This design comes from an exercise in tuning for small area on the open sky130 flow, not from production work. Only simulation tests tie the RTL to the original design; equivalence was not proved. Power and IR drop assume default switching activity.

[flow/flow/run.sh]
#!/bin/bash
# The standard layout (standard.sh, all steps) with three changes:
#  - synthesis maps the logic with an area-oriented ABC script (abc.script beside this
#    file), run from a copy of ORFS's scripts folder that differs only in that script;
#    flip-flops are mapped before ABC runs, so the registers are those of the standard
#    synthesis
#  - ports are buffered with the smallest buffer
#  - clock tree synthesis inserts no dummy loads
set -euo pipefail
work=$(pwd)
rm -rf "$work/scripts"
cp -r "$FLOW_HOME/scripts" "$work/scripts"
cp "$work/flow/abc.script" "$work/scripts/abc_speed.script"
export BUFFER_PORTS_ARGS="-buffer_cell sky130_fd_sc_hd__buf_1"
export CTS_ARGS="-sink_clustering_enable -repair_clock_nets -sink_clustering_size 16 -sink_clustering_max_diameter 100 -buf_list sky130_fd_sc_hd__clkbuf_8 -dont_use_dummy_load"
bash standard.sh "SCRIPTS_DIR=$work/scripts" finish > "$work/standard.log" 2>&1
[flow/flow/abc.script]
&get -n
&st
&dch -f
&nf -R 1000 -p -F 10 -A 10 -C 32
&put
[flow/standard.sh]
#!/bin/bash
# synth_recipe.tcl (not shown) runs the flow's synth.tcl, then flattens the netlist and writes it again
# the make line also repeats each setting of config.mk as NAME=value (left out here)
make -C /OpenROAD-flow-scripts/flow DESIGN_CONFIG=/design/flow/config.mk WORK_HOME=/design/flow/orfs CLKGATE_MAP_FILE= SYNTH_SCRIPT=/design/flow/synth_recipe.tcl "${@:-finish}"
[flow/config.mk]
export PLATFORM = sky130hd
export DESIGN_NAME = vdc_top
export DESIGN_NICKNAME = vdc_top
export VERILOG_FILES = /design/flow/design.v
export SDC_FILE = /design/flow/constraint.sdc
export NUM_CORES = 4
export LEC_CHECK = 0
export CAP_MARGIN = 0
export CORE_MARGIN = 2
export CORE_UTILIZATION = 40
export CTS_BUF_LIST = sky130_fd_sc_hd__clkbuf_8
export CTS_CLUSTER_DIAMETER = 100
export CTS_CLUSTER_SIZE = 16
export GPL_TIMING_DRIVEN = 0
export SLEW_MARGIN = 0
[flow/constraint.sdc]
create_clock -name core_clock -period 8.0 [get_ports {clk}]
set_input_delay 1.6000 -clock core_clock [delete_from_list [all_inputs] [get_ports {clk}]]
set_output_delay 1.6000 -clock core_clock [all_outputs]
set_load 0.01 [all_outputs]
[flow/design.v]
package vdc_pkg;
	typedef enum logic [6:0] {
		REG_HT        = 7'd0,    
		REG_HP        = 7'd2,    
		REG_SYNCW     = 7'd3,    
		REG_VT        = 7'd4,    
		REG_VP        = 7'd7,    
		REG_CTV       = 7'd9,    
		REG_CTH       = 7'd22,   
		REG_POL       = 7'd37,   
		REG_MODE      = 7'd38,   
		REG_COL       = 7'd39,   
		REG_PIX       = 7'd40,   
		REG_ROW       = 7'd41,   
		REG_LINE      = 7'd42,   
		REG_IRQ_ROW   = 7'd43,   
		REG_IRQ_LINE  = 7'd44,   
		REG_IRQ_COL   = 7'd45,   
		REG_IRQ_PIX   = 7'd46    
	} vdc_reg_e;
	typedef enum logic [1:0] {
		CH_RED,
		CH_GREEN,
		CH_BLUE
	} pal_chan_e;
	typedef struct packed {
		logic [7:0]  ht;           
		logic [7:0]  hp;           
		logic [7:0]  vt;           
		logic [7:0]  vp;           
		logic [3:0]  hw;           
		logic [3:0]  vw;           
		logic [3:0]  cth;          
		logic [4:0]  ctv;          
		logic        hspol;
		logic        vspol;
		logic        tt8bg;        
		logic [15:0] irq_raster;   
		logic [15:0] irq_column;   
	} beam_cfg_t;
	typedef struct packed {
		logic [7:0] col;
		logic [3:0] pixel;
		logic [7:0] row;
		logic [4:0] line;
	} beam_pos_t;
	typedef struct packed {
		logic       valid;
		pal_chan_e  chan;
		logic [3:0] index;
		logic [7:0] value;
	} pal_wr_t;
	typedef struct packed {
		logic [7:0] red;
		logic [7:0] green;
		logic [7:0] blue;
	} rgb_t;
endpackage
module vdc_regs (
	input  logic                    clk,
	input  logic                    reset,
	input  logic                    cs,
	input  logic                    we,
	input  logic [8-1:0]  db_in,
	input  logic [7-1:0]   direct_reg,
	input  vdc_pkg::beam_pos_t      pos,
	output logic [8-1:0]  db_out,
	output vdc_pkg::beam_cfg_t      cfg,
	output logic                    pal_we,
	output logic [5:0]              pal_adr,
	output logic [7:0]              pal_val
);
	logic [6-1:0]  sel;         
	logic [7-1:0]  target;      
	logic [8-1:0] rd_val;
	logic                   wr_cyc;
	logic                   rd_cyc;
	logic                   sel_cyc;     
	logic                   reg_wr;      
	logic                   ext;         
	logic [8-1:0] wd0;
	logic [8-1:0] wd1;
	logic [7:0]  ht, hp, vt, vp;
	logic [3:0]  hw, vw, cth;
	logic [4:0]  ctv;
	logic        hspol, vspol;
	logic [15:0] irq_raster, irq_column;
	assign wr_cyc  = cs & we;
	assign rd_cyc  = cs & ~we;
	assign sel_cyc = (direct_reg == '0);
	assign reg_wr  = wr_cyc & ~sel_cyc;
	assign wd0     = db_in & {8{~reset}};
	assign wd1     = db_in | {8{reset}};
	assign target = (direct_reg == 7'(1) || !ext) ? {1'b0, sel} : direct_reg;
	logic en_ht, en_hp, en_syncw, en_vt, en_vp, en_ctv, en_cth, en_pol, en_mode;
	logic en_irq_row, en_irq_line, en_irq_col, en_irq_pix;
	assign en_ht       = reset | (reg_wr && target == vdc_pkg::REG_HT);
	assign en_hp       = reset | (reg_wr && target == vdc_pkg::REG_HP);
	assign en_syncw    = reset | (reg_wr && target == vdc_pkg::REG_SYNCW);
	assign en_vt       = reset | (reg_wr && target == vdc_pkg::REG_VT);
	assign en_vp       = reset | (reg_wr && target == vdc_pkg::REG_VP);
	assign en_ctv      = reset | (reg_wr && target == vdc_pkg::REG_CTV);
	assign en_cth      = reset | (reg_wr && target == vdc_pkg::REG_CTH);
	assign en_pol      = reset | (reg_wr && target == vdc_pkg::REG_POL);
	assign en_mode     = reset | (reg_wr && target == vdc_pkg::REG_MODE);
	assign en_irq_row  = reset | (reg_wr && target == vdc_pkg::REG_IRQ_ROW);
	assign en_irq_line = reset | (reg_wr && target == vdc_pkg::REG_IRQ_LINE);
	assign en_irq_col  = reset | (reg_wr && target == vdc_pkg::REG_IRQ_COL);
	assign en_irq_pix  = reset | (reg_wr && target == vdc_pkg::REG_IRQ_PIX);
	always_ff @(posedge clk) begin
		if (reset | (wr_cyc & sel_cyc)) sel <= wd0[6-1:0];
	end
	always_ff @(posedge clk) begin
		if (en_ht) ht <= wd0;
		if (en_hp) hp <= wd0;
		if (en_syncw) {vw, hw} <= wd0;
		if (en_vt) vt <= wd0;
		if (en_vp) vp <= wd0;
		if (en_ctv) ctv <= wd0[4:0];
		if (en_cth) cth <= wd0[7:4];              
		if (en_pol) {hspol, vspol} <= wd0[7:6];
		if (en_mode) ext <= ~reset && (db_in == 8'h74);
		if (en_irq_row)  irq_raster[15:8] <= wd1;
		if (en_irq_line) irq_raster[7:0]  <= wd1;
		if (en_irq_col)  irq_column[15:8] <= wd1;
		if (en_irq_pix)  irq_column[7:0]  <= wd1;
	end
	assign cfg.ht         = ht;
	assign cfg.hp         = hp;
	assign cfg.vt         = vt;
	assign cfg.vp         = vp;
	assign cfg.hw         = hw;
	assign cfg.vw         = vw;
	assign cfg.cth        = cth;
	assign cfg.ctv        = ctv;
	assign cfg.hspol      = hspol;
	assign cfg.vspol      = vspol;
	assign cfg.tt8bg      = ext;
	assign cfg.irq_raster = irq_raster;
	assign cfg.irq_column = irq_column;
	always_comb begin
		rd_val = 8'hFF;
		if (!sel_cyc) begin
			case (target)
				vdc_pkg::REG_HT:    rd_val = ht;
				vdc_pkg::REG_HP:    rd_val = hp;
				vdc_pkg::REG_SYNCW: rd_val = {vw, hw};
				vdc_pkg::REG_VT:    rd_val = vt;
				vdc_pkg::REG_VP:    rd_val = vp;
				vdc_pkg::REG_CTV:   rd_val = {3'b111, ctv};
				vdc_pkg::REG_CTH:   rd_val = {cth, 4'hF};
				vdc_pkg::REG_POL:   rd_val = {hspol, vspol, 6'h3F};
				default:            rd_val = 8'hFF;
			endcase
			if (ext) begin
				case (target)
					vdc_pkg::REG_MODE:     rd_val = 8'h74;
					vdc_pkg::REG_COL:      rd_val = pos.col;
					vdc_pkg::REG_PIX:      rd_val = {4'hF, pos.pixel};
					vdc_pkg::REG_ROW:      rd_val = pos.row;
					vdc_pkg::REG_LINE:     rd_val = {3'b111, pos.line};
					vdc_pkg::REG_IRQ_ROW:  rd_val = irq_raster[15:8];
					vdc_pkg::REG_IRQ_LINE: rd_val = irq_raster[7:0];
					vdc_pkg::REG_IRQ_COL:  rd_val = irq_column[15:8];
					vdc_pkg::REG_IRQ_PIX:  rd_val = irq_column[7:0];
					default: ;
				endcase
			end
		end
	end
	always_ff @(posedge clk) begin
		if (rd_cyc) begin
			db_out <= rd_val;    
		end
	end
	assign pal_we  = wr_cyc && ext && direct_reg[6] && !(direct_reg[5] && direct_reg[4]);
	assign pal_adr = direct_reg[5:0];
	assign pal_val = db_in;
endmodule
module vdc_beam (
	input  logic               clk,
	input  logic               reset,
	input  vdc_pkg::beam_cfg_t cfg,
	output vdc_pkg::beam_pos_t pos,
	output logic               hsync,
	output logic               vsync,
	output logic               irq
);
	logic       pix_end;     
	logic       col_end;     
	logic       line_end;    
	logic       line_over;   
	logic       row_end;     
	logic       step_line;
	logic       step_row;
	logic [8:0] hs_off;      
	logic       hs_raw;
	logic       vs_raw;
	logic       irq_v;
	logic       irq_h;
	logic       irq_any;     
	function automatic logic ge8(input logic [7:0] a, input logic [7:0] b);
		logic ge;
		ge = 1'b1;
		for (int i = 0; i < 8; i++)
			ge = (a[i] & ~b[i]) | ((a[i] | ~b[i]) & ge);
		ge8 = ge;
	endfunction
	assign pix_end   = ge8({4'd0, pos.pixel}, {4'd0, cfg.cth});
	assign col_end   = ge8(pos.col, cfg.ht);
	assign line_end  = ge8({3'd0, pos.line}, {3'd0, cfg.ctv});
	assign line_over = line_end && (pos.line != cfg.ctv);
	assign row_end   = ge8(pos.row, cfg.vt);
	assign step_line = pix_end & col_end;
	assign step_row  = step_line & line_end;
	always_ff @(posedge clk) begin
		if (reset) begin
			pos <= '0;
		end else begin
			pos.pixel <= pix_end ? 4'd0 : pos.pixel + 4'd1;
			if (pix_end) begin
				pos.col <= col_end ? 8'd0 : pos.col + 8'd1;
			end
			if (line_over) begin
				pos.line <= '0;      
			end else if (step_line) begin
				pos.line <= line_end ? 5'd0 : pos.line + 5'd1;
			end
			if (step_row) begin
				pos.row <= row_end ? 8'd0 : pos.row + 8'd1;
			end
		end
	end
	assign hs_off = {1'b0, pos.col} - {1'b0, cfg.hp};
	assign hs_raw = !hs_off[8] && (hs_off[7:4] == 4'd0) && !ge8({4'd0, hs_off[3:0]}, {4'd0, cfg.hw});
	assign vs_raw = (pos.row == cfg.vp) && !ge8({3'd0, pos.line}, {4'd0, cfg.vw});
	assign irq_v = cfg.tt8bg && (pos.row == cfg.irq_raster[15:8]) &&
	               (pos.line == cfg.irq_raster[4:0]);
	assign irq_h = cfg.tt8bg && (pos.col == cfg.irq_column[15:8]) &&
	               (pos.pixel == cfg.irq_column[3:0]);
	assign irq_any = (cfg.irq_raster == 16'hFFFF) || (cfg.irq_column == 16'hFFFF);
	always_ff @(posedge clk) begin
		if (reset) begin
			hsync <= 1'b0;
			vsync <= 1'b0;
			irq   <= 1'b0;
		end else begin
			hsync <= hs_raw ^ cfg.hspol;
			vsync <= vs_raw ^ cfg.vspol;
			irq   <= irq_any ? (irq_v | irq_h) : (irq_v & irq_h);    
		end
	end
endmodule
module vdc_palette (
	input  logic                  clk,
	input  logic                  reset,
	input  logic                  pal_we,    
	input  logic [5:0]            pal_adr,   
	input  logic [7:0]            pal_val,
	input  logic [4-1:0] rgbi,
	output logic [23:0]           rgb
);
	logic [23:0] pal [16];
	localparam logic [24*16-1:0] DEF_RGB = {
		24'hFFFFFF,   
		24'hAAAAAA,   
		24'hFFFF00,   
		24'h3F3F00,   
		24'hFF00FF,   
		24'h3F003F,   
		24'hFF0000,   
		24'h7F0000,   
		24'h00FFFF,   
		24'h007F7F,   
		24'h00FF00,   
		24'h007F00,   
		24'h0000FF,   
		24'h00007F,   
		24'h555555,   
		24'h000000    
	};
	logic [7:0] val0;        
	logic [7:0] val1;        
	assign val0 = pal_val & {8{~reset}};
	assign val1 = pal_val | {8{reset}};
	for (genvar i = 0; i < 16; i++) begin : g_ent
		for (genvar c = 0; c < 3; c++) begin : g_chan
			localparam logic [7:0] DEF = DEF_RGB[24*i + 8*(2-c) +: 8];
			logic en;
			assign en = reset | (pal_we && pal_adr == 6'(16*c + i));
			always_ff @(posedge clk) begin
				if (en)
					pal[i][8*(2-c) +: 8] <= (DEF & val1) | (~DEF & val0);
			end
		end
	end
	logic [16-1:0] hot;
	logic [23:0]              rd;
	always_comb begin
		rd = '0;
		for (int i = 0; i < 16; i++) begin
			hot[i] = (rgbi == 4'(i));
			rd     = rd | (pal[i] & {24{hot[i]}});
		end
	end
	always_ff @(posedge clk) begin
		rgb <= rd;    
	end
endmodule
module vdc_top (
	input  logic          clk,
	input  logic          reset,
	input  logic          cs,            
	input  logic          we,            
	input  logic [7:0]    db_in,
	input  logic [6:0]    direct_reg,    
	input  logic [3:0]    rgbi,          
	output logic [7:0]    db_out,
	output logic          hsync,
	output logic          vsync,
	output logic          irq,
	output vdc_pkg::rgb_t rgb
);
	vdc_pkg::beam_cfg_t cfg;
	vdc_pkg::beam_pos_t pos;
	logic               pal_we;
	logic [5:0]         pal_adr;
	logic [7:0]         pal_val;
	vdc_regs i_regs (
		.clk        (clk),
		.reset      (reset),
		.cs         (cs),
		.we         (we),
		.db_in      (db_in),
		.direct_reg (direct_reg),
		.pos        (pos),
		.db_out     (db_out),
		.cfg        (cfg),
		.pal_we     (pal_we),
		.pal_adr    (pal_adr),
		.pal_val    (pal_val)
	);
	vdc_beam i_beam (
		.clk   (clk),
		.reset (reset),
		.cfg   (cfg),
		.pos   (pos),
		.hsync (hsync),
		.vsync (vsync),
		.irq   (irq)
	);
	vdc_palette i_palette (
		.clk     (clk),
		.reset   (reset),
		.pal_we  (pal_we),
		.pal_adr (pal_adr),
		.pal_val (pal_val),
		.rgbi    (rgbi),
		.rgb     (rgb)
	);
endmodule
==> run summary, run 1 <==
CP Launch Type primary input; pwr dens 216 nW/µm²; Die W 231 µm; HPWL after DPL 39.2 mm; worst reg2reg path depth 14; number of enable flip-flop cells after synthesis slightly below 500; top cell type's share of synthesized area ~70%; critical path endpoint category flip-flop; # Post-CTS Setup Buffers 0; setup TNS 0 ns; number of H-tree levels 2; HP Class reg -> reg; ys flop type edfxtp_1; PortBufs 57; drt pass-1 iters 8; slew margin rel. 8.54%; Slew Limit Fails 0; Leak approximately 7.6 nW; cell internal pwr 3.83 mW; combinational share of power 7.9%; Vias 12,668; average vias per placed instance approximately 6.1; Critical Path RT 8.31 ns; setup ws final around 1.4 ns; critical path class in -> reg; CORE AREA a little over 50,000 µm²; first-pass GRT wire length 83.2 mm; worst reg2reg endpoint i_beam.pos[11]; Final Skew between 0.07 and 0.08 ns; total die area 53,500 µm²; crit path capture i_regs.db_out[1]; Setup crit start direct_reg[0]; worst-path maximum fanout 8; DRT iter0 DRCs 1,535; Final period util slightly above 80%; sequential power share 67.0%; I/O pins 58; clock latency (worst-skew pair) 0.64 ns; commonest cells in the netlist 482 x edfxtp_1, 101 x a222oi_1, 57 x nor2_1, 55 x nand2_1, 52 x dfxtp_1; ys async rst share 0%; fin cells 2,093; flops & latches, synth 534; Peak VDD IR 0.152 mV; Finished Core Util 45.2%; Synth area leader edfxtp_1; vias in the first global route 12,499; total power draw around 5 mW; yosys synthesis warning count 4; routability congestion estimate 0.977; largest net degree at the start of global routing between 40 and 50; crit path DAT 6.88 ns; hold_ws 0.460 ns; post_cts resized 0; initial antenna violation count 4; layout cell share with drive strength beyond 1 ~8%; Detailed Route WL about 57 mm; Net Sw Power ~1.2 mW; grt total ovfl 0; Die H 231 µm; wire per inst 27.2 µm; synth-to-layout area growth 12.0%; Final Hold Vio Count 0; RSZ-0062 raised after global routing false; sequential-to-total area share from yosys stat 75.0%; synth top area cells edfxtp_1 70%, dfxtp_1 5.0%, a222oi_1 4.9%; Avg Synthesized Cell Area 16.3 µm²; CTS tree yes; worst-case clock buffer depth 3; CTS clk-pin slew, worst paths 0.10 ns; Post-Place Setup Slack 1.01 ns; NumNets Final between 1,000 and 1,500; status finished clean; Clock Tree Root clkbuf_8; Post-CTS Hold Buffers 0; Tot GR Track Use a little over a fifth; most common cell in the netlist edfxtp_1; Syn Inst Count 1,272; switching share of total power about 23%; Rows 83; minimum clock period 6.57 ns; Sink Count 534; post-route cell area 23,200 µm²; Final ANT Viol Nets 0; initial core utilization between 40% and 50%; # setup viols final 0; total CTS buffers 39; Post-Syn Area 20,700 µm²; max cap viols 0; RR Startpoint i_beam.pos[18]; measured slew at the worst slew-check pin about 1.4 ns; Fmax achieved roughly 150 MHz; Clock power frac 25.0%; drc violations 0; Netlist cell types 47; post-placement cell count 2,053; Post-DP Area about 23,000 µm²; syn_nets 1,317; R2R Setup Slk 2.32 ns
-- worst min path at each step --
stage                                from           endpoint  slack, ns  cells past startpoint
floorplan           i_palette.pal[13][11]  i_palette.rgb[11]       0.42                      2
global placement     i_palette.pal[13][8]   i_palette.rgb[8]       0.44                      2
detailed placement   i_palette.pal[13][8]   i_palette.rgb[8]       0.44                      2
CTS                 i_palette.pal[13][16]  i_palette.rgb[16]       0.45                      2
global route         i_palette.pal[13][8]   i_palette.rgb[8]       0.48                      2
finish               i_palette.pal[13][8]   i_palette.rgb[8]       0.46                      2
-- worst max-delay path: stages --
cell and delay (ns):
buf_1 0.40, nand2b_1 0.20, nor3_1 0.61, nand2_1 0.14, o21ai_0 0.79, mux2i_1 0.64, nand2b_1 0.17, or2_0 0.27
nor4b_1 1.09, or2_0 0.38, nor4_1 0.20, o21ai_0 0.26, o211ai_1 0.13
-- cell type report --
cell class / count / area, µm²
multi-input combinational: 697 / 5160
inverter: 41 / 154
fill: 4485 / 28000
tap: 680 / 851
sequential: 534 / 15500
timing repair buffer: 101 / 936
antenna: 1 / 2.50
clock buffer: 39 / 537
-- layer usage --
metal	routed length [µm]	global-route usage [%]	share of wire [%]
met1	22500	27.5	39
met2	27900	36.0	49
met3	4000	3.01	7.0
met4	2580	9.19	4.5
met5	23	0	0.040
-- registers in the layout, indices dropped and copies added (netlist names) --
name and count:
i_regs.vt 8, i_regs.ctv 5, i_regs.ext 1, i_regs.vp 8, i_regs.ht 8, i_beam.irq 1
i_palette.rgb 24, i_regs.vw 4, i_beam.pos 25, i_regs.hspol 1, i_regs.vspol 1, i_regs.sel 6
i_palette.pal 384, i_regs.cth 4, i_regs.hw 4, i_regs.irq_raster 16, i_beam.hsync 1, i_regs.db_out 8
i_regs.hp 8, i_beam.vsync 1, i_regs.irq_column 16
-- cell families (layout without fill, tap and decap cells) --
family / count (synthesis) / count (layout) / synth area share, %
mux: 7 / 7 / 0.339
simple gates: 302 / 302 / 7.83
fa+ha+maj: 41 / 41 / 2.29
xor+xnor: 33 / 33 / 1.40
buf+inv: 41 / 181 / 0.744
other cells: 0 / 1 / 0
flops: 534 / 534 / 75.0
compound gates: 314 / 314 / 12.4
-- power by group through the flow --
stage | combinational [mW] | clock (mW) | sequential, mW
final | 0.396 | 1.25 | 3.35
after global routing | 0.427 | 1.38 | 3.37
after CTS | 0.399 | 1.29 | 3.35
after detailed placement | 0.398 | 0 | 3.41
after global placement | 0.363 | 0 | 3.41
after floorplan | 0.190 | 0 | 3.40
-- layout by cell type (no fill, tap or decap), types with 11 or more instances in the layout --
cell type / instances
dfxtp_1: 52
nand2b_1: 11
nand3_1: 30
a222oi_1: 101
nand2_1: 55
maj3_1: 19
a221oi_1: 18
buf_6: 14
a21oi_1: 28
buf_16: 11
clkinv_1: 41
a22oi_1: 48
nand4_1: 33
a31o_1: 17
edfxtp_1: 482
xor2_1: 15
nor3_1: 19
xnor2_1: 18
ha_1: 21
o21ai_0: 13
nor4_1: 12
and4_1: 23
clkbuf_8: 39
nor2_1: 48
a21o_1: 48
buf_1: 56
==> run 2: changes to the inputs <==
--- a/flow/flow/run.sh
+++ b/flow/flow/run.sh
@@ -12,5 +12,5 @@
 cp -r "$FLOW_HOME/scripts" "$work/scripts"
 cp "$work/flow/abc.script" "$work/scripts/abc_speed.script"
 export BUFFER_PORTS_ARGS="-buffer_cell sky130_fd_sc_hd__buf_1"
-export CTS_ARGS="-sink_clustering_enable -repair_clock_nets -sink_clustering_size 16 -sink_clustering_max_diameter 100 -buf_list sky130_fd_sc_hd__clkbuf_8 -dont_use_dummy_load"
+export CTS_ARGS="-sink_clustering_enable -repair_clock_nets -sink_clustering_size 14 -sink_clustering_max_diameter 100 -buf_list sky130_fd_sc_hd__clkbuf_8 -dont_use_dummy_load"
 bash standard.sh "SCRIPTS_DIR=$work/scripts" finish > "$work/standard.log" 2>&1
--- a/flow/config.mk
+++ b/flow/config.mk
@@ -9,7 +9,6 @@
 export CORE_MARGIN = 2
 export CORE_UTILIZATION = 40
 export CTS_BUF_LIST = sky130_fd_sc_hd__clkbuf_8
-export CTS_CLUSTER_DIAMETER = 100
+export CTS_CLUSTER_DIAMETER = 50
 export CTS_CLUSTER_SIZE = 16
-export GPL_TIMING_DRIVEN = 0
 export SLEW_MARGIN = 0
==> run 2 against run 1 <==
Against the previous run: critical path type unchanged; setup slack gained 0.75 ns; combinational power down 6.1%; largest cell class unchanged; sequential power about the same; critical endpoint is now i_regs.db_out[5].
==> run summary, run 2 <==
most common cell in the netlist edfxtp_1; average vias per placed instance 6.06 (+0.18%); Sink Count 534 (unchanged); HP Class reg -> reg; Top Layer Used met4; Clock Tree Root clkbuf_8; Final Skew 0.0917 ns (+0.0198 ns); Die H 231 µm (unchanged); met2 WL post-DR 29.6 mm (+6.2%); # Post-CTS Setup Buffers 0 (unchanged); Setup crit start direct_reg[0]; DRT iter0 DRCs 1,585 (+3.3%); vias in the first global route 12,481 (-0.14%); top flop regs i_palette.pal (384), i_beam.pos (25), i_palette.rgb (24); Tot GR Track Use 22.2% (+0.87 points); CP delay by family, top simple AND/OR/NAND/NOR gates; RR Startpoint i_beam.pos[18]; RSZ-0062 raised after global routing false; pwr dens 222 nW/µm² (+3.2%); CP peak stage delay 0.89 ns (-0.20 ns); Netlist cell types 47 (unchanged); status finished clean; Rows 83 (unchanged); total power draw 5.06 mW (+1.4%); Avg Synthesized Cell Area 16.3 µm² (unchanged); synth top area cells edfxtp_1 70%, dfxtp_1 5.0%, a222oi_1 4.9%; Final ANT Viol Nets 0 (unchanged); Detailed Route WL 59.7 mm (+4.8%); initial core utilization 40.4% (unchanged); setup TNS 0 ns (unchanged); wire per inst 28.5 µm (+4.8%); sequential-to-total area share from yosys stat 75.0% (unchanged); area of the multi-input gates 5110 µm² (-0.97%); Syn Inst Count 1,272 (unchanged); worst-path cell chain buf_1 > nand2b_1 > nor3_1 > nand2_1 > o21ai_0 > mux2i_1 > nand2b_1 > or2_0 > nor4b_1 > or2_0 > nor4_1 > o21ai_0 > o211ai_1; register area 15,500 µm² (unchanged); total CTS buffers 44 (+13%); CORE AREA 51,200 µm² (unchanged); most frequent cells in the layout 482 x edfxtp_1, 101 x a222oi_1, 56 x buf_1, 55 x nand2_1, 52 x dfxtp_1; Worst Path Buf+Inv 1 (unchanged); layout cell share with drive strength beyond 1 7.78% (-0.22 points); drc violations 0 (unchanged); CP Launch Type primary input; Die W 231 µm (unchanged); min-delay src i_palette.pal[13][8]; Post-Syn Area 20,700 µm² (unchanged); first-pass GRT wire length 86.3 mm (+3.6%); number of flip-flops in the largest register 384 (unchanged); # diodes 0 (-1); max cap viols 0 (unchanged); Vias 12,697 (+0.23%); Final Hold Vio Count 0 (unchanged); flops & latches, synth 534 (unchanged); Biggest register i_palette.pal; clock latency (worst-skew pair) 0.67 ns (+0.03 ns); crit path DAT 6.15 ns (-0.73 ns); worst-path maximum fanout 8 (unchanged); initial antenna violation count 1 (-3); post-placement cell count 2,050 (-0.15%); routability congestion estimate 0.934 (-4.4%); ys async rst share 0% (unchanged); ys flop type edfxtp_1; Synth area leader edfxtp_1; Post-CTS Hold Buffers 0 (unchanged); Leak 7.47 nW (-1.8%); Peak VDD IR 0.148 mV (-3.0%); number of enable flip-flop cells after synthesis 482 (unchanged); Critical Path RT 8.32 ns (about the same); worst-case clock buffer depth 3 (unchanged); Slowest-stage cell, CP nor4b_1; HPWL after DPL 39.4 mm (+0.49%); CTS clk-pin slew, worst paths 0.09 ns (about the same); total die area 53,500 µm² (unchanged); slew margin rel. 7.57% (-0.97 points); # setup viols final 0 (unchanged); commonest non-fill, non-tap cell in the layout edfxtp_1; Finished Core Util 44.5% (-0.77 points); yosys synthesis warning count 4 (unchanged); number of H-tree levels 2 (unchanged); M1 WL 24.1 mm (+7.2%); NumNets Final 1,461 (+0.14%); minimum clock period 5.83 ns (-0.748 ns); commonest cells in the netlist 482 x edfxtp_1, 101 x a222oi_1, 57 x nor2_1, 55 x nand2_1, 52 x dfxtp_1; Filler Cells Inserted 4,482 (-0.067%); critical path endpoint category flip-flop; measured slew at the worst slew-check pin 1.38 ns (+0.0231 ns); largest net degree at the start of global routing 59 (+40%); met3 WL 3.74 mm (-6.6%); PortBufs 57 (unchanged); Slew Limit Fails 0 (unchanged); post_cts resized 0 (unchanged); top cell type's share of synthesized area 70.0% (unchanged); critical path class in -> reg; CTS tree yes; I/O pins 58 (unchanged); drt pass-1 iters 7 (-1); synth-to-layout area growth 10.1%; fin cells 2,094 (+0.048%); Fmax achieved 172 MHz (+13%); syn_nets 1,317 (unchanged); grt total ovfl 0 (unchanged); Final period util 72.8% (-9.3 points)
run 2: final timing paths:
path	end	slack, ns	depth (start not counted)
min	i_palette.rgb[8]	0.46	2
min reg2reg	i_palette.rgb[8]	0.46	2
max	i_regs.db_out[5]	2.17	13
max reg2reg	i_beam.pos[11]	2.45	15
run 2: area by class of cell:
cell class | count | share of cell area [%]
clock buffer | 44 | 2.66
tap | 680 | 3.74
sequential | 534 | 68.2
timing repair buffer | 98 | 2.31
multi-input combinational | 697 | 22.5
inverter | 41 | 0.676
run 2: power breakdown:
group          switching (mW)  internal (mW)  total [mW]
logic                   0.267          0.105       0.372
registers              0.0818           3.27        3.35
clock network           0.846          0.492        1.34
total                    1.19           3.87        5.06
run 2: routing by layer:
metal / vias up / global-route usage (%)
met3: 103 / 2.67
met1: 6433 / 28.9
met5: - / 0
li1: 5602 / -
met2: 559 / 37.8
met4: 0 / 8.85
run 2: kinds of logic after synthesis:
group,synth area share (%)
simple gates,7.83
fa+ha+maj,2.29
mux,0.339
compound gates,12.4
xor+xnor,1.40
buf+inv,0.744
flops,75.0
run 2: metrics by stage:
stage	hold slack, ns	area, µm²	setup WS [ns]
after detailed placement	0.443	22200	1.70
final	0.460	22800	2.17
after global placement	0.437	22200	1.83
after global routing	0.498	22800	1.70
after CTS	0.464	22800	2.32
after floorplan	0.421	20700	2.71
run 2: tightest hold or removal path, cell delays in order (launching register included):
cell	delay (ns)
edfxtp_1	0.33
nand2_1	0.05
nand4_1	0.06
==> run 3: changes to the inputs <==
--- a/flow/flow/run.sh
+++ b/flow/flow/run.sh
@@ -12,5 +12,5 @@
 cp -r "$FLOW_HOME/scripts" "$work/scripts"
 cp "$work/flow/abc.script" "$work/scripts/abc_speed.script"
 export BUFFER_PORTS_ARGS="-buffer_cell sky130_fd_sc_hd__buf_1"
-export CTS_ARGS="-sink_clustering_enable -repair_clock_nets -sink_clustering_size 14 -sink_clustering_max_diameter 100 -buf_list sky130_fd_sc_hd__clkbuf_8 -dont_use_dummy_load"
+export CTS_ARGS="-sink_clustering_enable -repair_clock_nets -sink_clustering_size 20 -sink_clustering_max_diameter 70 -buf_list sky130_fd_sc_hd__clkbuf_8 -dont_use_dummy_load"
 bash standard.sh "SCRIPTS_DIR=$work/scripts" finish > "$work/standard.log" 2>&1
==> run 3 against run 2 <==
Against the previous run: still clean on timing, DRC and antenna; sequential share of layout area up 0.37 points; sequential cell count unchanged; hold slack worse by 0.016 ns; clock skew down 0.012 ns; wire length down 0.63%; design area down 0.54%; setup slack worse by 0.021 ns; critical path type unchanged; utilization down 0.24 points; clock-buffer cell count down 9.
==> run summary, run 3 <==
measured slew at the worst slew-check pin 1.30 ns (-0.0722 ns); drc violations 0 (unchanged); CP Launch Type primary input; Vias 12,628 (-0.54%); number of H-tree levels 2 (unchanged); yosys synthesis warning count 4 (unchanged); wire per inst 28.5 µm (-0.21%); # Post-CTS Setup Buffers 0 (unchanged); Worst Hold Depth 2 (unchanged); top cell type's share of synthesized area 70.0% (unchanged); total CTS buffers 35 (-20%); Die W 231 µm (unchanged); post_cts resized 0 (unchanged); Final ANT Viol Nets 0 (unchanged); worst-case clock buffer depth 3 (unchanged); flops & latches, synth 534 (unchanged); commonest cells in the netlist 482 x edfxtp_1, 101 x a222oi_1, 57 x nor2_1, 55 x nand2_1, 52 x dfxtp_1; Synth area leader edfxtp_1; setup ws final 2.15 ns (-0.0212 ns); critical path class in -> reg; syn_nets 1,317 (unchanged); R2R Setup Slk 2.45 ns (about the same); average vias per placed instance 6.06 (-0.11%); Biggest register i_palette.pal; vias in the first global route 12,385 (-0.77%); NumNets Final 1,452 (-0.62%); # diodes 0 (unchanged); Setup crit start direct_reg[0]; Critical Path RT 8.31 ns (about the same); CTS clk-pin slew, worst paths 0.11 ns (+0.02 ns); largest net degree at the start of global routing 59 (unchanged); ys flop type edfxtp_1; PortBufs 57 (unchanged); Detailed Route WL 59.3 mm (-0.63%); total die area 53,500 µm² (unchanged); number of enable flip-flop cells after synthesis 482 (unchanged); HPWL after DPL 39.4 mm (unchanged); first-pass GRT wire length 85.7 mm (-0.62%); worst reg2reg endpoint i_beam.pos[11]; Final Skew 0.0800 ns (-0.0116 ns); # setup viols final 0 (unchanged); CORE AREA 51,200 µm² (unchanged); Leak 7.41 nW (-0.87%); worst reg2reg path depth 15 (unchanged); crit path DAT 6.15 ns (about the same); DRT iter0 DRCs 1,548 (-2.3%); most common cell in the netlist edfxtp_1; RR Startpoint i_beam.pos[18]; sequential-to-total area share from yosys stat 75.0% (unchanged); Fmax achieved 171 MHz (-0.36%); Worst Hold Path EP i_palette.rgb[8]; initial core utilization 40.4% (unchanged); CP peak stage delay 0.89 ns (about the same); synth-to-layout area growth 9.46%; min-delay src i_palette.pal[13][8]; RSZ-0062 raised after global routing false; worst-path cell chain buf_1 > nand2b_1 > nor3_1 > nand2_1 > o21ai_0 > mux2i_1 > nand2b_1 > or2_0 > nor4b_1 > or2_0 > nor4_1 > o21ai_0 > o211ai_1; Die H 231 µm (unchanged); Final Hold Vio Count 0 (unchanged); Netlist cell types 47 (unchanged); HP Class reg -> reg; ys async rst share 0% (unchanged); CP delay by family, top simple AND/OR/NAND/NOR gates; Filler Cells Inserted 4,490 (+0.18%); commonest non-fill, non-tap cell in the layout edfxtp_1; top flop regs i_palette.pal (384), i_beam.pos (25), i_palette.rgb (24); Syn Inst Count 1,272 (unchanged); minimum clock period 5.85 ns (+0.0212 ns); Post-Place Setup Slack 1.70 ns (unchanged); layout cell share with drive strength beyond 1 7.19% (-0.59 points); I/O pins 58 (unchanged); max cap viols 0 (unchanged); routability congestion estimate 0.934 (unchanged); Post-CTS Hold Buffers 0 (unchanged); Tot GR Track Use 22.0% (-0.15 points); Clock Tree Root clkbuf_8; clock latency (worst-skew pair) 0.64 ns (-0.03 ns); Slew Limit Fails 0 (unchanged); drt pass-1 iters 8 (+1); Post-Syn Area 20,700 µm² (unchanged); initial antenna violation count 1 (unchanged); Sink Count 534 (unchanged); Final period util 73.1% (+0.27 points); most frequent cells in the layout 482 x edfxtp_1, 101 x a222oi_1, 56 x buf_1, 55 x nand2_1, 52 x dfxtp_1; setup TNS 0 ns (unchanged); status finished clean; Peak VDD IR 0.180 mV (+22%); number of flip-flops in the largest register 384 (unchanged); Avg Synthesized Cell Area 16.3 µm² (unchanged); Post-DP Area 22,200 µm² (unchanged); worst-path maximum fanout 8 (unchanged); Worst Path Buf+Inv 1 (unchanged); synth top area cells edfxtp_1 70%, dfxtp_1 5.0%, a222oi_1 4.9%; pwr dens 217 nW/µm² (-2.3%); CTS tree yes; slew margin rel. 12.4% (+4.8 points); total power draw 4.92 mW (-2.8%); grt total ovfl 0 (unchanged); Rows 83 (unchanged); post-route cell area 22,600 µm² (-0.54%); critical path endpoint category flip-flop; Slowest-stage cell, CP nor4b_1
[run 3: cell types whose count changed in the layout (fill, tap and decap cells not counted), sizes merged]
cell | previous run | this run
clkbuf | 45 | 36
[run 3: where the power goes]
group	internal (mW)	switching [mW]
sequential	3.27	0.0811
clock	0.397	0.799
combinational	0.105	0.266
[run 3: worst max path at each step]
| stage | endpoint | slack [ns] | cells past startpoint |
|---|---|---|---|
| 2_1_floorplan | i_regs.db_out[0] | 2.71 | 11 |
| 3_5_place_dp | i_regs.db_out[5] | 1.70 | 13 |
| 5_1_grt | i_regs.db_out[4] | 1.69 | 13 |
| 3_3_place_gp | i_regs.db_out[3] | 1.83 | 13 |
| 6_report | i_regs.db_out[0] | 2.15 | 13 |
| 4_1_cts | i_regs.db_out[5] | 2.30 | 13 |
[run 3: per-stage QoR]
step,cells,hold slack (ns),util [%]
floorplan,1272,0.421,-
global placement,2050,0.437,43.3
detailed placement,2050,0.443,43.3
CTS,2085,0.445,44.2
global route,2085,0.479,44.2
finish,2085,0.444,44.2
[run 3: routing by layer]
metal | routed length, µm | track usage [%]
met5 | 0 | 0
met4 | 1920 | 7.70
met3 | 3600 | 2.95
met2 | 29800 | 38.1
met1 | 24100 | 28.5
[run 3: area by class of cell]
type | instances | area, µm² | area share, %
inverters | 41 | 154 | 0.680
multi-input cells | 697 | 5110 | 22.6
well taps | 680 | 851 | 3.76
flip-flops and latches | 534 | 15500 | 68.5
repair buffers | 98 | 526 | 2.32
clock buffers | 35 | 482 | 2.13
[run 3: logic make-up after synthesis]
logic type      count (synthesis)  share of synthesized area [%]
compound gates                314                           12.4
xor+xnor                       33                           1.40
fa+ha+maj                      41                           2.29
buf+inv                        41                          0.744
flops                         534                           75.0
mux                             7                          0.339
simple gates                  302                           7.83
[run 3: worst min-delay path: cells and delay by family, from the launching register on]
| family | cells | cell delay (ns) |
|---|---|---|
| DFF | 1 | 0.33 |
| and+or+nand+nor | 2 | 0.11 |
==> run 4: changes to the inputs <==
--- a/flow/flow/run.sh
+++ b/flow/flow/run.sh
@@ -12,5 +12,5 @@
 cp -r "$FLOW_HOME/scripts" "$work/scripts"
 cp "$work/flow/abc.script" "$work/scripts/abc_speed.script"
 export BUFFER_PORTS_ARGS="-buffer_cell sky130_fd_sc_hd__buf_1"
-export CTS_ARGS="-sink_clustering_enable -repair_clock_nets -sink_clustering_size 20 -sink_clustering_max_diameter 70 -buf_list sky130_fd_sc_hd__clkbuf_8 -dont_use_dummy_load"
+export CTS_ARGS="-sink_clustering_enable -repair_clock_nets -sink_clustering_size 16 -sink_clustering_max_diameter 70 -buf_list sky130_fd_sc_hd__clkbuf_8 -dont_use_dummy_load"
 bash standard.sh "SCRIPTS_DIR=$work/scripts" finish > "$work/standard.log" 2>&1
==> flow/flow/abc.script (replaced) <==
&get -n
&st
&deepsyn -T 60
&dch -f
&nf -R 1000 -p -F 10 -A 10 -C 32
&put
==> run 4 against run 3 <==
Against the previous run: clock skew rose by 0.027 ns; non-clock buffer count fell by 6; synthesized cell count rose by 0.71%; clock power rose by 8%; sequential cell count did not move; register-to-register slack improved by 1.6 ns; area after synthesis fell by 0.26%; combinational power barely moved; hold slack improved by 0.0080 ns; total power rose by 2.4%; design area did not move; highest routed layer unchanged.
==> run summary, run 4 <==
DRT iter0 DRCs 1,995 (+29%); most frequent cells in the layout 482 x edfxtp_1, 83 x a222oi_1, 60 x a22oi_1, 60 x a21o_1, 56 x buf_1; vias in the first global route 13,004 (+5.0%); ys flop type edfxtp_1; RSZ-0062 raised after global routing false; ys async rst share 0% (unchanged); top cell type's share of synthesized area 70.2% (+0.18 points); measured slew at the worst slew-check pin 1.18 ns (-0.123 ns); Sink Count 534 (unchanged); Detailed Route WL 65.2 mm (+9.8%); Final period util 66.3% (-6.8 points); Leak 7.45 nW (+0.53%); Final Hold Vio Count 0 (unchanged); setup TNS 0 ns (unchanged); crit path DAT 5.74 ns (-0.41 ns); syn_nets 1,326 (+0.68%); Die H 231 µm (-0.13%); Clock Tree Root clkbuf_8; Finished Core Util 44.2% (unchanged); CP Launch Type primary input; critical path class in -> reg; Post-DP Area 22,100 µm² (-0.43%); Slew Limit Fails 0 (unchanged); hold_ws 0.452 ns (+0.00797 ns); Final ANT Viol Nets 0 (unchanged); Netlist cell types 52 (+11%); synth top area cells edfxtp_1 70%, dfxtp_1 5.0%, a222oi_1 4.0%; total die area 53,400 µm² (-0.25%); # Post-CTS Setup Buffers 0 (unchanged); Slowest-stage cell, CP nor2_1; I/O pins 58 (unchanged); wire per inst 31.1 µm (+9.3%); Peak VDD IR 0.188 mV (+4.5%); Avg Synthesized Cell Area 16.1 µm² (-0.96%); average vias per placed instance 6.36 (+5.0%); Worst Path Buf+Inv 2 (+1); status finished clean; flops & latches, synth 534 (unchanged); sequential-to-total area share from yosys stat 75.2% (+0.20 points); number of flip-flops in the largest register 384 (unchanged); PortBufs 57 (unchanged); CTS clk-pin slew, worst paths 0.08 ns (-0.03 ns); clock latency (worst-skew pair) 0.68 ns (+0.04 ns); number of H-tree levels 2 (unchanged); # diodes 0 (unchanged); CP peak stage delay 0.73 ns (-0.16 ns); HP Class reg -> reg; yosys synthesis warning count 4 (unchanged); # setup viols final 0 (unchanged); HPWL after DPL 40.4 mm (+2.7%); drt pass-1 iters 8 (unchanged); commonest cells in the netlist 482 x edfxtp_1, 83 x a222oi_1, 60 x a21o_1, 60 x a22oi_1, 59 x nor2_1; pwr dens 223 nW/µm² (+2.4%); drc violations 0 (unchanged); first-pass GRT wire length 92.5 mm (+7.8%); Post-Syn Area 20,600 µm² (-0.26%); worst-case clock buffer depth 3 (unchanged); Die W 231 µm (-0.13%); NumNets Final 1,462 (+0.69%); Critical Path RT 8.44 ns (+0.13 ns); Vias 13,321 (+5.5%); total CTS buffers 42 (+20%); largest net degree at the start of global routing 46 (-22%); Post-CTS Hold Buffers 0 (unchanged); Synth area leader edfxtp_1; top flop regs i_palette.pal (384), i_beam.pos (25), i_palette.rgb (24); CTS tree yes; slew margin rel. 21.1% (+8.7 points); critical path endpoint category flip-flop; worst-path maximum fanout 13 (+5); Fmax achieved 189 MHz (+10%); Tot GR Track Use 24.2% (+2.2 points); Biggest register i_palette.pal; number of enable flip-flop cells after synthesis 482 (unchanged); setup ws final 2.70 ns (+0.547 ns); Post-Place Setup Slack 2.17 ns (+0.473 ns); initial core utilization 40.3% (-0.11 points); fin cells 2,095 (+0.48%); post-placement cell count 2,053 (+0.15%); commonest non-fill, non-tap cell in the layout edfxtp_1; initial antenna violation count 0 (-1); post-route cell area 22,600 µm² (unchanged); CP delay by family, top simple AND/OR/NAND/NOR gates; worst-path cell chain buf_1 > or4_1 > o21ai_0 > mux2i_1 > clkinv_1 > or3_1 > nor2_1 > a222oi_1 > nand4_1 > a221oi_1 > nand3_1; post_cts resized 0 (unchanged); layout cell share with drive strength beyond 1 7.35% (+0.16 points); Filler Cells Inserted 4,527 (+0.82%); max cap viols 0 (unchanged); Syn Inst Count 1,281 (+0.71%); CORE AREA 51,200 µm² (unchanged); most common cell in the netlist edfxtp_1; grt total ovfl 0 (unchanged); synth-to-layout area growth 9.75%; Rows 83 (unchanged); minimum clock period 5.30 ns (-0.547 ns); total power draw 5.04 mW (+2.4%); Final Skew 0.108 ns (+0.0275 ns); routability congestion estimate 0.955 (+2.3%)
-- run 4: cell count changes in the layout (fill, tap and decap cells not counted), moves of 8 or more --
cell,change
a22o_1,+11
a21o_1,+12
nand3_1,-14
a31o_1,-14
a221oi_1,+17
clkinv_1,+8
a222oi_1,-18
maj3_1,-12
xor2_1,-13
a22oi_1,+12
-- run 4: logic make-up after synthesis --
| family | after synthesis | share of synthesized area [%] |
|---|---|---|
| AOI/OAI and AO/OA | 349 | 13.6 |
| xor gates and xnor gates | 15 | 0.637 |
| adders and majority gates | 29 | 1.71 |
| buffers and inverters | 49 | 0.892 |
| DFF | 534 | 75.2 |
| muxes | 5 | 0.243 |
| and+or+nand+nor | 300 | 7.70 |
-- run 4: worst min-delay path, cell delays in order (launching register included) --
cell,delay [ns]
edfxtp_1,0.32
nand2_1,0.04
nand4_1,0.06
-- run 4: power breakdown --
group	internal (mW)	switching [mW]
logic	0.104	0.270
clock network	0.471	0.832
registers	3.27	0.0915
-- run 4: cell type report --
| cell class | count | area (µm²) | share of cell area (%) |
|---|---|---|---|
| Clock buffer | 42 | 578 | 2.55 |
| Inverter | 49 | 184 | 0.812 |
| Sequential cell | 534 | 15500 | 68.5 |
| Multi-Input combinational cell | 698 | 5040 | 22.2 |
| Tap cell | 680 | 851 | 3.76 |
| Timing Repair Buffer | 92 | 478 | 2.11 |
-- run 4: worst paths after layout --
kind / from / slack, ns / cells after the start / to
hold / removal: i_palette.pal[10][6] / 0.45 / 2 / i_palette.rgb[6]
setup reg to reg: i_regs.ext / 4.08 / 9 / i_regs.db_out[5]
hold reg to reg: i_palette.pal[10][6] / 0.45 / 2 / i_palette.rgb[6]
setup / recovery: direct_reg[3] / 2.70 / 11 / i_regs.db_out[5]
-- run 4: metal layers --
layer | vias to the layer above | wire, µm | GRT usage, %
li1 | 5630 | - | -
met1 | 6818 | 26000 | 32.0
met2 | 730 | 31300 | 40.1
met3 | 143 | 5220 | 3.57
met4 | 0 | 2560 | 10.2
met5 | - | 0 | 0
==> run 5: changes to the inputs <==
==> flow/flow/abc.script (replaced) <==
&get -n
&st
&dch -f
&nf -R 1000 -p -F 10 -A 10 -C 32
&put
==> run 5 against run 4 <==
Against the previous run: still clean on timing, DRC and antenna; sequential share of layout area shrank 0.29 points; register-to-register slack lost 1.6 ns; synthesized cell count fell by 0.70%; largest power group unchanged; via count fell by 4.9%; critical path depth up 2; clock power barely moved; setup slack got worse by 0.58 ns; sequential cell count did not move.
==> run summary, run 5 <==
status finished clean; Critical Path RT 8.27 ns (-0.17 ns); NumNets Final 1,459 (-0.21%); HP Class reg -> reg; min-delay src i_palette.pal[13][8]; Post-Place Setup Slack 1.70 ns (-0.473 ns); Final period util 73.5% (+7.2 points); top cell type's share of synthesized area 70.0% (-0.18 points); CTS tree yes; worst-case clock buffer depth 3 (unchanged); measured slew at the worst slew-check pin 1.37 ns (+0.185 ns); CP peak stage delay 0.92 ns (+0.19 ns); Post-CTS Hold Buffers 0 (unchanged); setup TNS 0 ns (unchanged); most common cell in the netlist edfxtp_1; RSZ-0062 raised after global routing false; Worst Hold Depth 2 (unchanged); crit path DAT 6.15 ns (+0.41 ns); minimum clock period 5.88 ns (+0.576 ns); Slew Limit Fails 0 (unchanged); synth top area cells edfxtp_1 70%, dfxtp_1 5.0%, a222oi_1 4.9%; commonest non-fill, non-tap cell in the layout edfxtp_1; Syn Inst Count 1,272 (-0.70%); Final ANT Viol Nets 0 (unchanged); PortBufs 57 (unchanged); flops & latches, synth 534 (unchanged); met3 WL 3.76 mm (-28%); CP Launch Type primary input; Top Layer Used met4; max cap viols 0 (unchanged); Fmax achieved 170 MHz (-9.8%); worst-path cell chain buf_1 > nand2b_1 > nor3_1 > nand2_1 > o21ai_0 > mux2i_1 > nand2b_1 > or2_0 > nor4b_1 > or2_0 > nor4_1 > o21ai_0 > o211ai_1; met2 WL post-DR 29.6 mm (-5.4%); CORE AREA 51,200 µm² (unchanged); Final Hold Vio Count 0 (unchanged); Worst Hold Path EP i_palette.rgb[8]; slew margin rel. 8.27% (-13 points); Vias 12,667 (-4.9%); Leak 7.46 nW (+0.15%); critical path class in -> reg; drc violations 0 (unchanged); M1 WL 24.1 mm (-7.4%); R2R Setup Slk 2.47 ns (-1.61 ns); worst reg2reg endpoint i_beam.pos[11]; total power draw 5.03 mW (-0.22%); first-pass GRT wire length 86.0 mm (-7.0%); setup ws final 2.12 ns (-0.576 ns); # diodes 0 (unchanged); Slowest-stage cell, CP nor4b_1; Peak VDD IR 0.166 mV (-12%); number of H-tree levels 2 (unchanged); Detailed Route WL 59.6 mm (-8.6%); Setup crit start direct_reg[0]; initial antenna violation count 1 (+1); grt total ovfl 0 (unchanged); wire per inst 28.5 µm (-8.4%); average vias per placed instance 6.05 (-4.8%); yosys synthesis warning count 4 (unchanged); worst reg2reg path depth 15 (+6); most frequent cells in the layout 482 x edfxtp_1, 101 x a222oi_1, 56 x buf_1, 55 x nand2_1, 52 x dfxtp_1; total CTS buffers 42 (unchanged); fin cells 2,092 (-0.14%); I/O pins 58 (unchanged); Sink Count 534 (unchanged); post_cts resized 0 (unchanged); Clock Tree Root clkbuf_8; Final Skew 0.117 ns (+0.00935 ns); Die H 231 µm (+0.13%); post-placement cell count 2,050 (-0.15%); # setup viols final 0 (unchanged); number of enable flip-flop cells after synthesis 482 (unchanged); ys async rst share 0% (unchanged); drt pass-1 iters 9 (+1); CTS clk-pin slew, worst paths 0.09 ns (about the same); Tot GR Track Use 22.1% (-2.1 points); commonest cells in the netlist 482 x edfxtp_1, 101 x a222oi_1, 57 x nor2_1, 55 x nand2_1, 52 x dfxtp_1; Die W 231 µm (+0.13%); CP delay by family, top simple AND/OR/NAND/NOR gates; Worst Path Buf+Inv 1 (-1); initial core utilization 40.4% (+0.11 points); Biggest register i_palette.pal; synth-to-layout area growth 9.93%; total die area 53,500 µm² (+0.26%); layout cell share with drive strength beyond 1 7.65% (+0.30 points); Post-Syn Area 20,700 µm² (+0.26%); Rows 83 (unchanged); clock latency (worst-skew pair) 0.67 ns (about the same); pwr dens 221 nW/µm² (-0.64%); largest net degree at the start of global routing 59 (+28%); routability congestion estimate 0.934 (-2.2%); sequential-to-total area share from yosys stat 75.0% (-0.20 points); HPWL after DPL 39.4 mm (-2.6%); critical path endpoint category flip-flop; Filler Cells Inserted 4,487 (-0.88%); ys flop type edfxtp_1; syn_nets 1,317 (-0.68%); Netlist cell types 47 (-9.6%); vias in the first global route 12,405 (-4.6%); DRT iter0 DRCs 1,600 (-20%); Synth area leader edfxtp_1; top flop regs i_palette.pal (384), i_beam.pos (25), i_palette.rgb (24); number of flip-flops in the largest register 384 (unchanged); # Post-CTS Setup Buffers 0 (unchanged); RR Startpoint i_beam.pos[18]; worst-path maximum fanout 8 (-5); Avg Synthesized Cell Area 16.3 µm² (+0.97%)
## run 5: layer usage
metal,up-vias,global-route usage (%)
li1,5591,-
met2,527,37.8
met4,0,8.29
met3,98,2.97
met5,-,0
met1,6451,28.8
## run 5: cells by family (layout without fill, tap and decap cells)
logic type / count (synthesis) / in the layout / share of synthesized area (%)
AND/OR/NAND/NOR: 302 / 302 / 7.83
flip-flops: 534 / 534 / 75.0
multiplexers: 7 / 7 / 0.339
XOR/XNOR: 33 / 33 / 1.40
adder cells (fa/ha/maj): 41 / 41 / 2.29
buffers and inverters: 41 / 181 / 0.744
AO/OA/AOI/OAI: 314 / 314 / 12.4
## run 5: per-stage QoR
stage                     hold slack (ns)  instance area (µm²)  util, %
after floorplan                     0.421                20700        -
after global placement              0.437                22200     43.3
after detailed placement            0.443                22200     43.3
after CTS                           0.466                22700     44.4
after global routing                0.500                22700     44.4
final                               0.464                22700     44.4
## run 5: tightest hold or removal path, cell delays in order (launching register included)
cell and delay [ns]:
edfxtp_1 0.33, nand2_1 0.05, nand4_1 0.06
## run 5: power breakdown
part           internal (mW)  leakage (nW)  switching, mW
logic                  0.105          2.02          0.267
clock network          0.471         0.302          0.832
registers               3.27          5.13         0.0812
total                   3.85          7.46           1.18
## run 5: worst max-delay path by stage
stage          slack (ns)  cells past startpoint                to
2_1_floorplan        2.71                     11  i_regs.db_out[0]
3_3_place_gp         1.83                     13  i_regs.db_out[3]
3_5_place_dp         1.70                     13  i_regs.db_out[5]
4_1_cts              2.28                     13  i_regs.db_out[5]
5_1_grt              1.65                     13  i_regs.db_out[5]
6_report             2.12                     13  i_regs.db_out[5]
## run 5: area by class of cell
type | count | area, µm² | area share, %
Sequential cell | 534 | 15500 | 68.2
Inverter | 41 | 154 | 0.677
Multi-Input combinational cell | 697 | 5110 | 22.5
Clock buffer | 42 | 578 | 2.54
Tap cell | 680 | 851 | 3.74
Timing Repair Buffer | 98 | 526 | 2.31
==> run 6: changes to the inputs <==
--- a/flow/config.mk
+++ b/flow/config.mk
@@ -8,7 +8,5 @@
 export CAP_MARGIN = 0
 export CORE_MARGIN = 2
 export CORE_UTILIZATION = 40
-export CTS_BUF_LIST = sky130_fd_sc_hd__clkbuf_8
-export CTS_CLUSTER_DIAMETER = 50
-export CTS_CLUSTER_SIZE = 16
+export PLACE_DENSITY = 0.75
 export SLEW_MARGIN = 0
==> run 6 against run 5 <==
Against the previous run: still clean; setup slack better by 0.15 ns; clock skew down 0.042 ns; non-clock buffer count down 4; sequential cell count unchanged; area after synthesis unchanged; critical endpoint unchanged; largest cell class unchanged; largest power group unchanged.
==> run summary, run 6 <==
Biggest register i_palette.pal; # setup viols final 0 (unchanged); CP delay by family, top simple AND/OR/NAND/NOR gates; CTS tree yes; vias in the first global route 12,679 (+2.2%); top cell type's share of synthesized area 70.0% (unchanged); Worst Hold Depth 2 (unchanged); critical path endpoint category flip-flop; Syn Inst Count 1,272 (unchanged); NumNets Final 1,454 (-0.34%); commonest cells in the netlist 482 x edfxtp_1, 101 x a222oi_1, 57 x nor2_1, 55 x nand2_1, 52 x dfxtp_1; RSZ-0062 raised after global routing false; initial core utilization 40.4% (unchanged); Worst Hold Path EP i_palette.rgb[23]; layout cell share with drive strength beyond 1 6.89% (-0.75 points); largest net degree at the start of global routing 91 (+54%); measured slew at the worst slew-check pin 1.25 ns (-0.118 ns); Netlist cell types 47 (unchanged); Clock power frac 25.3% (-0.6 points); post-synthesis compound-gate area fraction 12.4% (unchanged); R2R Setup Slk 2.47 ns (about the same); routability congestion estimate 0.988 (+5.8%); flops & latches, synth 534 (unchanged); number of enable flip-flop cells after synthesis 482 (unchanged); combinational share of power 7.4% (about the same); synth-to-layout area growth 9.63%; Rows 83 (unchanged); Vias 13,103 (+3.4%); Synth area leader edfxtp_1; top flop regs i_palette.pal (384), i_beam.pos (25), i_palette.rgb (24); Final Hold Vio Count 0 (unchanged); Fmax achieved 175 MHz (+2.6%); drc violations 0 (unchanged); total CTS buffers 41 (-2.4%); most common cell in the netlist edfxtp_1; Final period util 71.6% (-1.9 points); average vias per placed instance 6.28 (+3.6%); minimum clock period 5.73 ns (-0.149 ns); first-pass GRT wire length 83.4 mm (-3.0%); grt total ovfl 0 (unchanged); HP Class reg -> reg; slew margin rel. 16.2% (+7.9 points); Post-Syn Area 20,700 µm² (unchanged); Post-CTS Hold Buffers 0 (unchanged); sequential power share 67.3% (+0.6 points); critical path class in -> reg; area of the multi-input gates 5090 µm² (-0.39%); total power draw 4.99 mW (-0.76%); CP peak stage delay 0.88 ns (-0.04 ns); clock latency (worst-skew pair) 0.60 ns (-0.07 ns); Die W 231 µm (unchanged); DRT iter0 DRCs 2,028 (+27%); Filler Cells Inserted 4,481 (-0.13%); RR Startpoint i_beam.pos[18]; Synth Area in Simple Gates 7.83% (unchanged); most frequent cells in the layout 482 x edfxtp_1, 101 x a222oi_1, 57 x nor2_1, 56 x buf_1, 55 x nand2_1; worst-path maximum fanout 8 (unchanged); max cap viols 0 (unchanged); post_cts resized 0 (unchanged); CP Launch Type primary input; Worst Path Buf+Inv 1 (unchanged); Critical Path RT 8.33 ns (+0.06 ns); wire per inst 27.3 µm (-4.2%); worst-path cell chain buf_1 > nand2b_1 > nor3_1 > nand2_1 > o21ai_0 > mux2i_1 > nand2b_1 > or2_0 > nor4b_1 > or2_0 > nor4_1 > o21ai_0 > o211ai_1; Net Sw Power 1.15 mW (-2.4%); Detailed Route WL 56.9 mm (-4.4%); HPWL after DPL 37.6 mm (-4.4%); combinational family with the most area after synthesis compound AO/OA/AOI/OAI gates; Synth Area in XOR/XNOR 1.40% (unchanged); yosys synthesis warning count 4 (unchanged); Peak VDD IR 0.194 mV (+17%); I/O pins 58 (unchanged); post-synthesis adder-cell area fraction 2.29% (unchanged); worst reg2reg path depth 14 (-1); min-delay src i_palette.pal[13][23]; pwr dens 220 nW/µm² (-0.49%); Leak 7.43 nW (-0.41%); register area 15,500 µm² (unchanged); Tot GR Track Use 21.0% (-1.1 points); sequential-to-total area share from yosys stat 75.0% (unchanged); Avg Synthesized Cell Area 16.3 µm² (unchanged); Die H 231 µm (unchanged); number of H-tree levels 2 (unchanged); switching share of total power 23.1% (-0.40 points); CORE AREA 51,200 µm² (unchanged); Slew Limit Fails 0 (unchanged); Clock Tree Root clkbuf_8; status finished clean; ys flop type edfxtp_1; number of flip-flops in the largest register 384 (unchanged); setup TNS 0 ns (unchanged); # Post-CTS Setup Buffers 0 (unchanged); CTS clk-pin slew, worst paths 0.11 ns (+0.02 ns); Slowest-stage cell, CP nor4b_1; Final Skew 0.0753 ns (-0.0416 ns); syn_nets 1,317 (unchanged); Sink Count 534 (unchanged); drt pass-1 iters 9 (unchanged); initial antenna violation count 2 (+1); PortBufs 57 (unchanged); crit path DAT 6.06 ns (-0.09 ns); cell internal pwr 3.84 mW (-0.24%); commonest non-fill, non-tap cell in the layout edfxtp_1; synth top area cells edfxtp_1 70%, dfxtp_1 5.0%, a222oi_1 4.9%; worst reg2reg endpoint i_beam.pos[11]; multiplexer share of the synthesized area 0.339% (unchanged); worst-case clock buffer depth 3 (unchanged); Final ANT Viol Nets 0 (unchanged); total die area 53,500 µm² (unchanged); ys async rst share 0% (unchanged)
-- run 6: worst max-delay path by stage --
stage,endpoint,cells past startpoint,slack [ns],from
final,i_regs.db_out[5],13,2.27,direct_reg[0]
after global routing,i_regs.db_out[3],13,1.80,direct_reg[0]
after detailed placement,i_regs.db_out[0],13,1.75,direct_reg[0]
after CTS,i_beam.pos[11],14,2.34,i_beam.pos[18]
after floorplan,i_regs.db_out[0],11,2.71,direct_reg[5]
after global placement,i_regs.db_out[0],13,1.92,direct_reg[0]
-- run 6: worst min-delay path, stage by stage, from the launching register on --
cell      delay, ns
edfxtp_1       0.33
nand2_1        0.04
nand4_1        0.05
-- run 6: power groups by stage --
stage | clock [mW] | combinational, mW | sequential, mW
2_1_floorplan | 0 | 0.190 | 3.40
3_3_place_gp | 0 | 0.357 | 3.41
3_5_place_dp | 0 | 0.366 | 3.42
4_1_cts | 1.29 | 0.367 | 3.36
5_1_grt | 1.38 | 0.394 | 3.38
6_report | 1.26 | 0.368 | 3.36
-- run 6: cells by family (layout without fill, tap and decap cells) --
| kind of cell | count (synthesis) | after routing |
|---|---|---|
| AOI/OAI and AO/OA | 314 | 314 |
| xor gates and xnor gates | 33 | 33 |
| adders and majority gates | 41 | 41 |
| buffers and inverters | 41 | 176 |
| DFF | 534 | 534 |
| muxes | 7 | 7 |
| other | 0 | 1 |
| and+or+nand+nor | 302 | 302 |
-- run 6: per-layer routing --
layer | vias to the layer above | GRT usage [%] | part of all wire, %
li1 | 5585 | - | -
met1 | 6540 | 28.0 | 38
met2 | 849 | 34.5 | 47
met3 | 127 | 3.56 | 11
met4 | 2 | 8.19 | 4.0
met5 | - | 0 | 0.016
-- run 6: layout make-up --
cell class,count,area share [%]
Multi-Input combinational cell,697,22.5
Antenna cell,1,0.0110
Sequential cell,534,68.4
Tap cell,680,3.75
Timing Repair Buffer,94,2.18
Inverter,41,0.679
Clock buffer,41,2.49
-- run 6: per-stage QoR --
step	area [µm²]	setup WS [ns]	hold WS (ns)	utilization (%)	std cells
after global placement	22100	1.92	0.435	43.2	2046
after floorplan	20700	2.71	0.421	-	1272
final	22700	2.27	0.501	44.3	2088
after global routing	22700	1.80	0.492	44.3	2087
after detailed placement	22100	1.75	0.432	43.2	2046
after CTS	22700	2.34	0.490	44.3	2087
==> run 7: changes to the inputs <==
--- a/flow/config.mk
+++ b/flow/config.mk
@@ -7,6 +7,5 @@
 export LEC_CHECK = 0
 export CAP_MARGIN = 0
 export CORE_MARGIN = 2
-export CORE_UTILIZATION = 40
-export PLACE_DENSITY = 0.75
+export CORE_UTILIZATION = 50
 export SLEW_MARGIN = 0
==> run 7 against run 6 <==
Against the previous run: largest power group unchanged; first-iteration DRC count fell by 8.9%; sequential cell count did not move; register-to-register slack improved by 0.32 ns; area after synthesis did not move; cell count fell by 7.0%; sequential share of layout area rose by 0.54 points; setup slack got worse by 0.20 ns; die area fell by 20%; clock-buffer cell count fell by 1; combinational power barely moved; clock skew fell by 0.037 ns.
==> run summary, run 7 <==
most frequent cells in the layout 482 x edfxtp_1, 101 x a222oi_1, 56 x buf_1, 55 x nand2_1; drt pass-1 iters 6 (-3); hold_ws 0.456 ns (-0.0449 ns); grt total ovfl 0 (unchanged); post_cts resized 0 (unchanged); # setup viols final 0 (unchanged); Final Hold Vio Count 0 (unchanged); Tot GR Track Use 27.0% (+5.9 points); syn_nets 1,317 (unchanged); layout cell share with drive strength beyond 1 7.18% (+0.29 points); M1 WL 24.2 mm (+12%); Die W 207 µm (-10%); Leak 7.42 nW (about the same); Final period util 74.1% (+2.5 points); CTS tree yes; total die area 43,000 µm² (-20%); HP Class reg -> reg; initial core utilization 50.7% (+10 points); Fmax achieved 169 MHz (-3.4%); met3 WL 6.17 mm (+1.4%); worst-case clock buffer depth 3 (unchanged); Critical Path RT 8.31 ns (-0.02 ns); Synth area leader edfxtp_1; Netlist cell types 47 (unchanged); largest net degree at the start of global routing 47 (-48%); Final Skew 0.0381 ns (-0.0372 ns); clock latency (worst-skew pair) 0.63 ns (+0.03 ns); Clock Tree Root clkbuf_8; pwr dens 222 nW/µm² (+0.95%); DRT iter0 DRCs 1,848 (-8.9%); sequential-to-total area share from yosys stat 75.0% (unchanged); top cell type's share of synthesized area 70.0% (unchanged); Top Layer Used met5; commonest non-fill, non-tap cell in the layout edfxtp_1; number of enable flip-flop cells after synthesis 482 (unchanged); Sink Count 534 (unchanged); critical path class in -> reg; first-pass GRT wire length 84.9 mm (+1.8%); Die H 207 µm (-10%); synth-to-layout area growth 8.78%; Post-CTS Hold Buffers 0 (unchanged); Post-Syn Area 20,700 µm² (unchanged); status finished clean; NumNets Final 1,453 (-0.069%); ys flop type edfxtp_1; routability congestion estimate 0.930 (-5.9%); # Post-CTS Setup Buffers 0 (unchanged); number of flip-flops in the largest register 384 (unchanged); max cap viols 0 (unchanged); total CTS buffers 40 (-2.4%); ys async rst share 0% (unchanged); CP Launch Type primary input; Final ANT Viol Nets 0 (unchanged); slew margin rel. 15.5% (-0.62 points); I/O pins 58 (unchanged); yosys synthesis warning count 4 (unchanged); Avg Synthesized Cell Area 16.3 µm² (unchanged); Slew Limit Fails 0 (unchanged); PortBufs 57 (unchanged); Vias 12,862 (-1.8%); Filler Cells Inserted 3,268 (-27%); most common cell in the netlist edfxtp_1; Syn Inst Count 1,272 (unchanged); minimum clock period 5.93 ns (+0.203 ns); CTS clk-pin slew, worst paths 0.09 ns (-0.02 ns); initial antenna violation count 5 (+3); top flop regs i_palette.pal (384), i_beam.pos (25), i_palette.rgb (24); synth top area cells edfxtp_1 70%, dfxtp_1 5.0%, a222oi_1 4.9%; worst-path maximum fanout 18 (+10); critical path endpoint category flip-flop; met2 WL post-DR 26.2 mm (-3.1%); wire per inst 29.9 µm (+9.8%); drc violations 0 (unchanged); vias in the first global route 12,533 (-1.2%); measured slew at the worst slew-check pin 1.27 ns (+0.0189 ns); setup TNS 0 ns (unchanged); Peak VDD IR 0.192 mV (-0.91%); Rows 74 (-11%); average vias per placed instance 6.63 (+5.6%); crit path DAT 6.24 ns (+0.18 ns); RSZ-0062 raised after global routing false; Biggest register i_palette.pal; flops & latches, synth 534 (unchanged); Detailed Route WL 58.1 mm (+2.0%); commonest cells in the netlist 482 x edfxtp_1, 101 x a222oi_1, 57 x nor2_1, 55 x nand2_1, 52 x dfxtp_1; number of H-tree levels 2 (unchanged); CORE AREA 40,800 µm² (-20%); HPWL after DPL 37.5 mm (-0.30%)
-- run 7: cell types whose count changed in the layout (fill, tap and decap cells not counted) --
cell	delta
clkbuf_8	-1
diode_2	+2
nor2_1	-5
nor2b_2	-1
nor2b_4	+1
nor2_2	+5
-- run 7: stage by stage --
stage | setup WS, ns | power, mW | std cells | instance area, µm² | util, %
floorplan | 2.71 | 3.59 | 1272 | 20700 | -
global placement | 1.68 | 3.78 | 1898 | 21900 | 53.7
detailed placement | 1.60 | 3.79 | 1898 | 21900 | 53.7
CTS | 2.24 | 5.03 | 1938 | 22500 | 55.1
global route | 1.62 | 5.17 | 1938 | 22500 | 55.1
finish | 2.07 | 5.00 | 1941 | 22500 | 55.1
-- run 7: cell type report --
cell class	count	area [µm²]	share of cell area, %
timing repair buffer	94	495	2.20
inverter	41	154	0.684
tap	532	666	2.96
antenna	3	7.51	0.0334
sequential	534	15500	69.0
clock buffer	40	551	2.45
multi-input combinational	697	5110	22.7
-- run 7: logic make-up (layout without fill, tap and decap cells) --
group                      count (synthesis)  count (layout)  synth area share, %
DFF                                      534             534                 75.0
other                                      0               3                    0
xor gates and xnor gates                  33              33                 1.40
and+or+nand+nor                          302             302                 7.83
AOI/OAI and AO/OA                        314             314                 12.4
adders and majority gates                 41              41                 2.29
muxes                                      7               7                0.339
buffers and inverters                     41             175                0.744
-- run 7: report_power, final --
part,switching [mW],internal [mW],total [mW]
logic,0.265,0.105,0.370
clock network,0.826,0.450,1.28
registers,0.0803,3.27,3.35
total,1.17,3.83,5.00
-- run 7: layer usage --
| layer | global-route usage [%] | up-vias |
|---|---|---|
| met2 | 41.1 | 721 |
| li1 | - | 5595 |
| met5 | 0 | - |
| met4 | 7.66 | 4 |
| met1 | 39.3 | 6458 |
| met3 | 6.04 | 84 |
-- run 7: path summary, 6_finish.rpt --
path                                       startpoint                end  slack, ns  depth (start not counted)
worst max register to register         i_beam.pos[18]     i_beam.pos[11]       2.79                         15
worst min register to register  i_palette.pal[13][11]  i_palette.rgb[11]       0.46                          2
worst max-delay path                    direct_reg[4]   i_regs.db_out[5]       2.07                         12
worst min-delay path            i_palette.pal[13][11]  i_palette.rgb[11]       0.46                          2
-- run 7: worst max-delay path, cell delays in order --
cell      delay, ns
buf_1          0.20
nor2_1         0.87
nand2_1        0.12
o21ai_0        0.74
mux2i_1        0.56
nand2b_1       0.15
or2_0          0.25
nor4b_1        0.81
or2_0          0.35
nor4_1         0.19
o21ai_0        0.27
o211ai_1       0.14

[re-timing with driven ports]
In the flow no input, the clock included, has a driving cell. The finished layouts below were timed again as built, in two steps. Step 1: set_driving_cell puts a clkbuf_16 on clk and a buf_2 on each other input, an assumption about the parent block. Step 2, shift: input delay + t, output delay - t, t = (earliest + latest rising clock arrival at the registers) / 2. This alone moves slack from input paths to output paths. Slacks: ideal / step 1 / step 2; pairs: ideal / step 1.
run | shift t [ns] | setup WS [ns]
run 1 | 0.656 | 1.426 / 1.381 / 0.725
run 2 | 0.677 | 2.174 / 2.147 / 1.469
run 3 | 0.651 | 2.153 / 2.124 / 1.473
run 4 | 0.683 | 2.699 / 2.721 / 2.038
run 5 | 0.665 | 2.123 / 2.092 / 1.427
run 6 | 0.613 | 2.273 / 2.233 / 1.619
run 7 | 0.670 | 2.069 / 2.095 / 1.425
After both steps setup and hold are still met in every run listed.
